This design comes from an exercise in tuning for small area, a short achievable clock period and few clock cycles on the open sky130 flow, not from production work.
Function was checked by simulation only, so behaviour that the tests miss may differ from the original.
No activity file was given, so power comes from the tool's default toggle rates.

### design/flow/run.sh
#!/bin/bash
# synth_recipe.tcl (not shown) runs the flow's synth.tcl, then flattens the netlist and writes it again
# the make line also repeats each setting of config.mk as NAME=value (left out here)
make -C /OpenROAD-flow-scripts/flow DESIGN_CONFIG=/design/flow/config.mk WORK_HOME=/design/flow/orfs CLKGATE_MAP_FILE= SYNTH_SCRIPT=/design/flow/synth_recipe.tcl finish
### design/flow/design.v
package esd_pkg;
  localparam int POS_BITS = 16;
  localparam int MAX_RESULTS = 4;
  localparam int RES_IDX_BITS = $clog2(MAX_RESULTS);
  localparam int RES_CNT_BITS = $clog2(MAX_RESULTS + 1);
  localparam int QUEUE_DEPTH = 4;
  localparam logic [1:0] KIND_CHAR  = 2'd0;
  localparam logic [1:0] KIND_SLICE = 2'd1;
  localparam logic [1:0] KIND_ERROR = 2'd2;
  localparam logic [1:0] KIND_DONE  = 2'd3;
  localparam logic [2:0] ERR_UNCLOSED_BRACE = 3'd0;
  localparam logic [2:0] ERR_TRAILING_BSL   = 3'd1;
  localparam logic [2:0] ERR_UNKNOWN_ESC    = 3'd2;
  localparam logic [2:0] ERR_BAD_NUMBER     = 3'd3;
  localparam logic [2:0] ERR_OCTAL_RANGE    = 3'd4;
  localparam logic [1:0] NUM_OCT = 2'd0;
  localparam logic [1:0] NUM_X   = 2'd1;
  localparam logic [1:0] NUM_U   = 2'd2;
  localparam logic [15:0] CH_0      = 16'h0030;
  localparam logic [15:0] CH_7      = 16'h0037;
  localparam logic [15:0] CH_9      = 16'h0039;
  localparam logic [15:0] CH_A_UP   = 16'h0041;
  localparam logic [15:0] CH_F_UP   = 16'h0046;
  localparam logic [15:0] CH_A_LO   = 16'h0061;
  localparam logic [15:0] CH_F_LO   = 16'h0066;
  localparam logic [15:0] CH_T      = 16'h0074;
  localparam logic [15:0] CH_N      = 16'h006E;
  localparam logic [15:0] CH_R      = 16'h0072;
  localparam logic [15:0] CH_X_LO   = 16'h0078;
  localparam logic [15:0] CH_X_UP   = 16'h0058;
  localparam logic [15:0] CH_U_LO   = 16'h0075;
  localparam logic [15:0] CH_U_UP   = 16'h0055;
  localparam logic [15:0] CH_QUOTE  = 16'h0022;
  localparam logic [15:0] CH_APOS   = 16'h0027;
  localparam logic [15:0] CH_LBRACE = 16'h007B;
  localparam logic [15:0] CH_RBRACE = 16'h007D;
  localparam logic [15:0] CH_BSLASH = 16'h005C;
  localparam logic [15:0] CH_TAB    = 16'h0009;
  localparam logic [15:0] CH_LF     = 16'h000A;
  localparam logic [15:0] CH_CR     = 16'h000D;
  localparam logic [15:0] OCT_LIMIT = 16'h00FF;
  localparam int RESULT_BITS = 53;
  localparam int BUNDLE_BITS = MAX_RESULTS * RESULT_BITS + RES_CNT_BITS;
endpackage
import esd_pkg::*;
module esd_front (
  input  logic             clk,
  input  logic             rst,
  input  logic             chars_valid,
  output logic             chars_ready,
  input  logic [15:0]      chars_char_code,
  input  logic             chars_end_of_string,
  input  logic             cfg_valid,
  output logic             cfg_ready,
  input  logic             cfg_interpolation_enable,
  output logic [esd_pkg::BUNDLE_BITS-1:0] bundle,
  output logic             bundle_valid,
  input  logic             bundle_ready
);
  localparam logic [2:0] MODE_NORMAL = 3'd0;
  localparam logic [2:0] MODE_ESCAPE = 3'd1;
  localparam logic [2:0] MODE_NUMBER = 3'd2;
  localparam logic [2:0] MODE_BRACE  = 3'd3;
  localparam logic [2:0] MODE_ERROR  = 3'd4;
  localparam logic [POS_BITS-1:0] POS_MAX = '1;
  logic                interpolation_enable;
  logic [2:0]          mode, mode_next;
  logic [1:0]          number_kind, number_kind_next;
  logic [2:0]          digit_count, digit_count_next;
  logic [15:0]         number_value, number_value_next;
  logic [POS_BITS-1:0] out_position, out_position_next;
  logic [POS_BITS-1:0] brace_start, brace_start_next;
  logic [POS_BITS-1:0] brace_length, brace_length_next;
  logic [MAX_RESULTS*RESULT_BITS-1:0] res;
  logic [RES_CNT_BITS-1:0]   cnt;
  logic [15:0]               c;
  logic [4:0]                dig;
  logic [2:0]                max_digits;
  logic                      do_normal;
  logic                      finish;
  logic                      resume;
  logic                      accept;
  assign cfg_ready = 1'b1;
  assign chars_ready = bundle_ready;
  assign accept = chars_valid && chars_ready;
  always_ff @(posedge clk) begin
    if (rst) begin
      interpolation_enable <= 1'b0;
    end else if (cfg_valid) begin
      interpolation_enable <= cfg_interpolation_enable;
    end
  end
  always_comb begin
    c = chars_char_code;
    dig = '0;
    if (number_kind == NUM_OCT) begin
      if (c >= CH_0 && c <= CH_7) dig = {1'b1, 4'(c - CH_0)};
    end else if (c >= CH_0 && c <= CH_9) begin
      dig = {1'b1, 4'(c - CH_0)};
    end else if (c >= CH_A_LO && c <= CH_F_LO) begin
      dig = {1'b1, 4'(c - CH_A_LO + 16'd10)};
    end else if (c >= CH_A_UP && c <= CH_F_UP) begin
      dig = {1'b1, 4'(c - CH_A_UP + 16'd10)};
    end
    max_digits = (number_kind == NUM_OCT) ? 3'd3 : ((number_kind == NUM_X) ? 3'd2 : 3'd4);
    mode_next = mode;
    number_kind_next = number_kind;
    digit_count_next = digit_count;
    number_value_next = number_value;
    out_position_next = out_position;
    brace_start_next = brace_start;
    brace_length_next = brace_length;
    res = '0;
    cnt = '0;
    do_normal = 1'b0;
    finish = 1'b0;
    resume = 1'b0;
    case (mode)
      MODE_NORMAL: begin
        do_normal = 1'b1;
      end
      MODE_ESCAPE: begin
        mode_next = MODE_NORMAL;
        case (c)
          CH_T, CH_N, CH_R, CH_QUOTE, CH_APOS, CH_LBRACE, CH_BSLASH: begin
            if (c == CH_T) begin
              res[cnt[RES_IDX_BITS-1:0]*RESULT_BITS +: RESULT_BITS] = {KIND_CHAR, CH_TAB, 16'd0, 16'd0, 3'd0};
            end else if (c == CH_N) begin
              res[cnt[RES_IDX_BITS-1:0]*RESULT_BITS +: RESULT_BITS] = {KIND_CHAR, CH_LF, 16'd0, 16'd0, 3'd0};
            end else if (c == CH_R) begin
              res[cnt[RES_IDX_BITS-1:0]*RESULT_BITS +: RESULT_BITS] = {KIND_CHAR, CH_CR, 16'd0, 16'd0, 3'd0};
            end else begin
              res[cnt[RES_IDX_BITS-1:0]*RESULT_BITS +: RESULT_BITS] = {KIND_CHAR, c, 16'd0, 16'd0, 3'd0};
            end
            cnt = cnt + 1'b1;
            if (out_position_next != POS_MAX) out_position_next = out_position_next + 1'b1;
          end
          CH_X_LO, CH_X_UP: begin
            mode_next = MODE_NUMBER;
            number_kind_next = NUM_X;
            digit_count_next = 3'd0;
            number_value_next = 16'd0;
          end
          CH_U_LO, CH_U_UP: begin
            mode_next = MODE_NUMBER;
            number_kind_next = NUM_U;
            digit_count_next = 3'd0;
            number_value_next = 16'd0;
          end
          default: begin
            if (c >= CH_0 && c <= CH_7) begin
              mode_next = MODE_NUMBER;
              number_kind_next = NUM_OCT;
              digit_count_next = 3'd1;
              number_value_next = c - CH_0;
            end else begin
              res[cnt[RES_IDX_BITS-1:0]*RESULT_BITS +: RESULT_BITS] = {KIND_ERROR, 16'd0, 16'd0, 16'd0, ERR_UNKNOWN_ESC};
              cnt = cnt + 1'b1;
              mode_next = MODE_ERROR;
            end
          end
        endcase
      end
      MODE_NUMBER: begin
        if (dig[4]) begin
          if (number_kind == NUM_OCT) begin
            number_value_next = {number_value[12:0], 3'b000} | {12'd0, dig[3:0]};
          end else begin
            number_value_next = {number_value[11:0], dig[3:0]};
          end
          digit_count_next = digit_count + 3'd1;
          finish = (digit_count_next >= max_digits);
        end else if (digit_count == 3'd0) begin
          res[cnt[RES_IDX_BITS-1:0]*RESULT_BITS +: RESULT_BITS] = {KIND_ERROR, 16'd0, 16'd0, 16'd0, ERR_BAD_NUMBER};
          cnt = cnt + 1'b1;
          mode_next = MODE_ERROR;
        end else begin
          finish = 1'b1;
          resume = 1'b1;
        end
        if (finish) begin
          if (number_kind == NUM_OCT && number_value_next > OCT_LIMIT) begin
            res[cnt[RES_IDX_BITS-1:0]*RESULT_BITS +: RESULT_BITS] = {KIND_ERROR, 16'd0, 16'd0, 16'd0, ERR_OCTAL_RANGE};
            cnt = cnt + 1'b1;
            mode_next = MODE_ERROR;
          end else begin
            res[cnt[RES_IDX_BITS-1:0]*RESULT_BITS +: RESULT_BITS] = {KIND_CHAR, number_value_next, 16'd0, 16'd0, 3'd0};
            cnt = cnt + 1'b1;
            if (out_position_next != POS_MAX) out_position_next = out_position_next + 1'b1;
            mode_next = MODE_NORMAL;
            digit_count_next = 3'd0;
            number_value_next = 16'd0;
          end
        end
        if (resume && mode_next == MODE_NORMAL) do_normal = 1'b1;
      end
      MODE_BRACE: begin
        res[cnt[RES_IDX_BITS-1:0]*RESULT_BITS +: RESULT_BITS] = {KIND_CHAR, c, 16'd0, 16'd0, 3'd0};
        cnt = cnt + 1'b1;
        if (out_position_next != POS_MAX) out_position_next = out_position_next + 1'b1;
        if (brace_length != POS_MAX) brace_length_next = brace_length + 1'b1;
        if (c == CH_RBRACE) begin
          res[cnt[RES_IDX_BITS-1:0]*RESULT_BITS +: RESULT_BITS] = {KIND_SLICE, 16'd0, 16'(brace_start), 16'(brace_length_next), 3'd0};
          cnt = cnt + 1'b1;
          mode_next = MODE_NORMAL;
        end
      end
      default: begin
      end
    endcase
    if (do_normal) begin
      if (c == CH_LBRACE && interpolation_enable) begin
        brace_start_next = out_position_next;
        brace_length_next = POS_BITS'(1);
        res[cnt[RES_IDX_BITS-1:0]*RESULT_BITS +: RESULT_BITS] = {KIND_CHAR, c, 16'd0, 16'd0, 3'd0};
        cnt = cnt + 1'b1;
        if (out_position_next != POS_MAX) out_position_next = out_position_next + 1'b1;
        mode_next = MODE_BRACE;
      end else if (c == CH_BSLASH) begin
        mode_next = MODE_ESCAPE;
      end else begin
        res[cnt[RES_IDX_BITS-1:0]*RESULT_BITS +: RESULT_BITS] = {KIND_CHAR, c, 16'd0, 16'd0, 3'd0};
        cnt = cnt + 1'b1;
        if (out_position_next != POS_MAX) out_position_next = out_position_next + 1'b1;
      end
    end
    if (chars_end_of_string) begin
      if (mode_next == MODE_ESCAPE) begin
        res[cnt[RES_IDX_BITS-1:0]*RESULT_BITS +: RESULT_BITS] = {KIND_ERROR, 16'd0, 16'd0, 16'd0, ERR_TRAILING_BSL};
        cnt = cnt + 1'b1;
      end else if (mode_next == MODE_NUMBER) begin
        res[cnt[RES_IDX_BITS-1:0]*RESULT_BITS +: RESULT_BITS] = {KIND_ERROR, 16'd0, 16'd0, 16'd0, ERR_BAD_NUMBER};
        cnt = cnt + 1'b1;
      end else if (mode_next == MODE_BRACE) begin
        res[cnt[RES_IDX_BITS-1:0]*RESULT_BITS +: RESULT_BITS] = {KIND_ERROR, 16'd0, 16'd0, 16'd0, ERR_UNCLOSED_BRACE};
        cnt = cnt + 1'b1;
      end
      res[cnt[RES_IDX_BITS-1:0]*RESULT_BITS +: RESULT_BITS] = {KIND_DONE, 16'd0, 16'd0, 16'd0, 3'd0};
      cnt = cnt + 1'b1;
      mode_next = MODE_NORMAL;
      number_kind_next = NUM_OCT;
      digit_count_next = 3'd0;
      number_value_next = 16'd0;
      out_position_next = '0;
      brace_start_next = '0;
      brace_length_next = '0;
    end
  end
  assign bundle = {res, cnt};
  assign bundle_valid = accept && (cnt != '0);
  always_ff @(posedge clk) begin
    if (rst) begin
      mode <= MODE_NORMAL;
      number_kind <= NUM_OCT;
      digit_count <= 3'd0;
      number_value <= 16'd0;
      out_position <= '0;
      brace_start <= '0;
      brace_length <= '0;
    end else if (accept) begin
      mode <= mode_next;
      number_kind <= number_kind_next;
      digit_count <= digit_count_next;
      number_value <= number_value_next;
      out_position <= out_position_next;
      brace_start <= brace_start_next;
      brace_length <= brace_length_next;
    end
  end
endmodule
import esd_pkg::*;
module esd_queue (
  input  logic             clk,
  input  logic             rst,
  input  logic [esd_pkg::BUNDLE_BITS-1:0] push_data,
  input  logic             push,
  output logic             not_full,
  output logic [esd_pkg::BUNDLE_BITS-1:0] head,
  output logic             not_empty,
  input  logic             pop
);
  localparam int PTR_BITS = $clog2(QUEUE_DEPTH);
  localparam int CNT_BITS = $clog2(QUEUE_DEPTH + 1);
  logic [BUNDLE_BITS-1:0] entries [QUEUE_DEPTH];
  logic [PTR_BITS-1:0] wr_ptr;
  logic [PTR_BITS-1:0] rd_ptr;
  logic [CNT_BITS-1:0] fill;
  assign not_full = (fill != CNT_BITS'(QUEUE_DEPTH));
  assign not_empty = (fill != '0);
  assign head = entries[rd_ptr];
  always_ff @(posedge clk) begin
    if (push) entries[wr_ptr] <= push_data;
  end
  always_ff @(posedge clk) begin
    if (rst) begin
      wr_ptr <= '0;
      rd_ptr <= '0;
      fill <= '0;
    end else begin
      if (push) wr_ptr <= (wr_ptr == PTR_BITS'(QUEUE_DEPTH - 1)) ? '0 : wr_ptr + 1'b1;
      if (pop) rd_ptr <= (rd_ptr == PTR_BITS'(QUEUE_DEPTH - 1)) ? '0 : rd_ptr + 1'b1;
      if (push && !pop) begin
        fill <= fill + 1'b1;
      end else if (pop && !push) begin
        fill <= fill - 1'b1;
      end
    end
  end
endmodule
import esd_pkg::*;
module esd_back (
  input  logic             clk,
  input  logic             rst,
  input  logic [esd_pkg::BUNDLE_BITS-1:0] head,
  input  logic             head_valid,
  output logic             pop,
  output logic             results_valid,
  input  logic             results_ready,
  output logic [1:0]       results_kind,
  output logic [15:0]      results_out_char,
  output logic [15:0]      results_slice_start,
  output logic [15:0]      results_slice_length,
  output logic [2:0]       results_error_code,
  output logic             results_last
);
  logic [RES_IDX_BITS-1:0] idx;
  logic                    is_last;
  logic [RESULT_BITS-1:0]  cur;
  assign cur = head[RES_CNT_BITS + idx*RESULT_BITS +: RESULT_BITS];
  assign is_last = (idx == RES_IDX_BITS'(head[RES_CNT_BITS-1:0] - 1'b1));
  assign results_valid = head_valid;
  assign results_kind = cur[52:51];
  assign results_out_char = cur[50:35];
  assign results_slice_start = cur[34:19];
  assign results_slice_length = cur[18:3];
  assign results_error_code = cur[2:0];
  assign results_last = is_last;
  assign pop = results_valid && results_ready && is_last;
  always_ff @(posedge clk) begin
    if (rst) begin
      idx <= '0;
    end else if (results_valid && results_ready) begin
      if (is_last) begin
        idx <= '0;
      end else begin
        idx <= idx + 1'b1;
      end
    end
  end
endmodule
import esd_pkg::*;
module escape_sequence_decoder (
  input  logic      clk,
  input  logic      rst,
  input  logic        chars_valid,
  output logic        chars_ready,
  input  logic [15:0] chars_char_code,
  input  logic        chars_end_of_string,
  output logic        results_valid,
  input  logic        results_ready,
  output logic [1:0]  results_kind,
  output logic [15:0] results_out_char,
  output logic [15:0] results_slice_start,
  output logic [15:0] results_slice_length,
  output logic [2:0]  results_error_code,
  output logic        results_last,
  input  logic        cfg_valid,
  output logic        cfg_ready,
  input  logic        cfg_interpolation_enable
);
  logic [BUNDLE_BITS-1:0] push_data;
  logic [BUNDLE_BITS-1:0] head;
  logic    push;
  logic    not_full;
  logic    not_empty;
  logic    pop;
  esd_front u_front (
    .clk          (clk),
    .rst          (rst),
    .chars_valid              (chars_valid),
    .chars_ready              (chars_ready),
    .chars_char_code          (chars_char_code),
    .chars_end_of_string      (chars_end_of_string),
    .cfg_valid                (cfg_valid),
    .cfg_ready                (cfg_ready),
    .cfg_interpolation_enable (cfg_interpolation_enable),
    .bundle       (push_data),
    .bundle_valid (push),
    .bundle_ready (not_full)
  );
  esd_queue u_queue (
    .clk       (clk),
    .rst       (rst),
    .push_data (push_data),
    .push      (push),
    .not_full  (not_full),
    .head      (head),
    .not_empty (not_empty),
    .pop       (pop)
  );
  esd_back u_back (
    .clk        (clk),
    .rst        (rst),
    .head       (head),
    .head_valid (not_empty),
    .pop        (pop),
    .results_valid        (results_valid),
    .results_ready        (results_ready),
    .results_kind         (results_kind),
    .results_out_char     (results_out_char),
    .results_slice_start  (results_slice_start),
    .results_slice_length (results_slice_length),
    .results_error_code   (results_error_code),
    .results_last         (results_last)
  );
endmodule
### design/flow/constraint.sdc
create_clock -name core_clock -period 7.5 [get_ports {clk}]
set_input_delay 1.5000 -clock core_clock [delete_from_list [all_inputs] [get_ports {clk}]]
set_output_delay 1.5000 -clock core_clock [all_outputs]
set_load 0.01 [all_outputs]
### design/flow/config.mk
export PLATFORM = sky130hd
export DESIGN_NAME = escape_sequence_decoder
export DESIGN_NICKNAME = escape_sequence_decoder
export VERILOG_FILES = /design/flow/design.v
export SDC_FILE = /design/flow/constraint.sdc
export NUM_CORES = 4
export LEC_CHECK = 0
export CAP_MARGIN = 20
export CORE_MARGIN = 2
export CORE_UTILIZATION = 40
export SLEW_MARGIN = 20
==> reports/metrics.yaml <==
cells_and_area:
  layout.nets: 3156
  fin_area_um2: 36400
  area_growth_syn_to_layout_pct: 14.3
  drive_gt1_share_pct: 14.4
  nFillCells: 7313
  finalNonFillerCells: 4188
  fin_util_pct: 46.1
power:
  p_leak_nw: 12.7
  seqPwrFrac_pct: 28.5
  p_int_mw: 7.44
  p_switching_mw: 5.73
  swShare_pct: 43.5
  total_power_mw: 13.2
  pwr-share-clk_pct: 19.5
  irDropWorstVdd_mv: 0.187
  power.density_nw_per_um2: 362
  share_comb_of_total_power_pct: 52.0
worst_setup_path:
  startpoint_type: "primary input"
  critPathSlowestCell: "clkdlybuf4s50_1"
  cp_max_fo: 4
  arrival_ns: 7.56
  slowest_delay_ns: 0.61
  endpoint_kind: "register"
  crit_required_ns: 8.01
  rr_worst_depth: 27
  worstSetupPathType: "in2reg"
synth:
  ys_warn_count: 3
  post-synth-top-area-cell: "edfxtp_1"
  synth_cell_types: 88
  synthFlopType: "edfxtp_1"
  ys_seq_area_share_pct: 49.5
  synth.cell_area_um2: 31800
  netlist_top_cells_area: "edfxtp_1 (44%), mux4_2 (9.8%), nand2_1 (5.4%)"
  netlist.area_leader.share_pct: 44.2
  synth_edf_count: 468
  synthCells: 3011
  synth-async-reset-ratio_pct: 0
  syn_area_per_cell_um2: 10.6
  yosys_register_bits: 552
placement:
  placed_area_um2: 34700
  placedCellCount: 4086
  gp_congestion: 1.01
  pre_cts_ws_ns: -0.103
  numPortBuffers: 78
  hpwl_um: 85200
cts:
  hold_buffers: 0
  cts.clk_slew.worst_paths_ns: 0.06
  post_cts_buffers: 0
  cts.root.buffer_cell: "clkbuf_16"
  cts_sinks: 552
  h-tree-depth: 2
  cts_inserted_buffers: 57
  clk_latency_ns: 0.62
  clockBufferDepth: 3
  cts_tree: "done"
  post_cts_resized: 0
sta:
  setup_viol: 0
  rsz0062_at_grt: "false"
  clock_skew_ns: 0.0418
  finalHoldViolCount: 0
  slew_headroom_pct: 27.4
  setup_tns_ns: 0
  final.period_utilization_pct: 94.0
  worst_slack_ns: 0.450
  hold_ws_ns: 0.479
  worst_pin_slew_ns: 1.08
  final_max_slew_viol_count: 0
  finalCriticalPeriod_ns: 7.05
  fmax_mhz: 142
grt:
  grt_max_degree: 173
  overflow: 0
  grt_pass1_wl_um: 169000
  track_usage_pct: 27.5
  grt_antenna_before_repair: 2
  first_global_vias: 24900
routing:
  drc_errors: 0
  drtAntennaViolNets: 0
  route.vias.total: 25600
  drt_wl_total_um: 114000
  drtPass1Iterations: 5
  drt_iter0_markers: 2867
  wl_per_cell_um: 27.3
  routed_via_density: 6.12
worst_hold_path:
  min_delay_path_depth: 2
  min_path_type: "reg2reg"
floorplanning:
  die_y_um: 286
  rows: 103
  io_pins: 80
  die_area_um2: 81800
  die_x_um: 286
  core_area_um2: 78900
  start_util_pct: 40.3
flow_run:
  cap_viol_max_count: 0
outcome:
  status: "finished clean"
## power groups by stage
stage               sequential [mW]  combinational [mW]  clock [mW]
floorplan                      3.77                3.83           0
global placement               3.79                6.75           0
detailed placement             3.82                6.73           0
CTS                            3.75                6.74        2.63
global route                   3.78                7.21        2.75
finish                         3.75                6.85        2.57
## synth_stat cells, types with 43 or more instances
cell type  count
a21oi_1      173
a22oi_1       53
and2_1        65
buf_1         43
clkbuf_1     165
dfxtp_1       84
edfxtp_1     468
mux2i_1      140
mux4_2       139
nand2_1      458
nand3_1       47
nor2_1       327
o21ai_0      180
o22ai_1       63
## layer usage
metal	global-route usage [%]	up-vias	routed length [µm]
met5	0	-	0
met4	11.6	0	5240
met3	3.19	207	6660
met2	44.6	1047	53900
met1	37.6	12800	48600
li1	-	11500	-
## sequential cells by signal (all words and copies together) (netlist names), named ones only
signal                        flops
u_back.idx                        2
u_front.brace_length             16
u_front.brace_start              16
u_front.digit_count               3
u_front.interpolation_enable      1
u_front.mode                      3
u_front.number_kind               2
u_front.number_value             16
u_front.out_position             16
u_queue.entries                 468
u_queue.fill                      3
u_queue.rd_ptr                    2
u_queue.wr_ptr                    2
## logic make-up (layout without fill, tap and decap cells)
group | after synthesis | count (layout) | synth area share, %
compound gates | 736 | 736 | 14.7
xor+xnor | 36 | 36 | 1.01
fa+ha+maj | 38 | 38 | 1.52
buf+inv | 268 | 391 | 3.26
flops | 552 | 552 | 49.5
mux | 295 | 295 | 14.8
other cells | 2 | 6 | 0.0236
simple gates | 1084 | 1084 | 15.2
## layout make-up
class	instances	area, µm²	area share [%]
antenna	1	2.50	0.00688
clock buffer	67	1460	4.03
clock inverter	34	225	0.619
inverter	45	174	0.478
multi-input combinational	2194	15100	41.6
sequential	552	15700	43.3
tap	1050	1310	3.61
timing repair buffer	245	2290	6.30
## worst paths after layout
path                                                          start                                  end  slack [ns]
worst max-delay path                             chars_char_code[0]         u_queue.fill[2]$_SDFFE_PP0P_        0.45
worst min-delay path            u_front.number_kind[0]$_SDFFE_PP0P_  u_front.number_kind[0]$_SDFFE_PP0P_        0.48
worst max register to register  u_front.number_kind[1]$_SDFFE_PP0P_         u_queue.fill[2]$_SDFFE_PP0P_        1.32
worst min register to register  u_front.number_kind[0]$_SDFFE_PP0P_  u_front.number_kind[0]$_SDFFE_PP0P_        0.48
## placed cells by master, fill, tap and decap left out, drive strengths merged, types with 25 or more instances in the layout
master,instances
nor2,327
nand2,459
o221ai,26
and3,28
mux4,139
dfxtp,84
a31oi,41
buf,168
ha,37
a211oi,28
edfxtp,468
clkinv,25
a22oi,53
nand3,47
o21ai,200
nor3,36
mux2i,140
inv,48
o22ai,63
and2,65
a21oi,173
clkdlybuf4s50,77
clkbuf,67
## critical path, delay by kind of cell
family / cells / cell delay, ns
AOI/OAI and AO/OA: 8 / 1.77
adders and majority gates: 6 / 1.44
buffers and inverters: 8 / 1.37
and+or+nand+nor: 5 / 1.11
xor gates and xnor gates: 2 / 0.36
Testbench counts, summed over its fixed seeds: cycles 29,001.

[re-timing with driven ports]
In the flow no input, the clock included, has a driving cell. The finished layout below was timed again as built, in two steps. Step 1, drivers: a clkbuf_16 drives clk and a buf_2 each remaining input, both assumed. Step 2 also shifts input and output timing later by t, the mid clock arrival at the registers, as if the neighbouring blocks saw the same clock. Three values: ideal ports, drivers, drivers and shift; two values: the first two.
shift t [ns]: 0.664
setup slack, ns: 0.450 / 0.488 / -0.176
worst setup path after step 2: input to register
Met with ideal ports but missed after step 2: setup timing in this run. For this run, drivers alone change the setup slack by +0.038 ns; drivers and shift together by -0.626 ns.
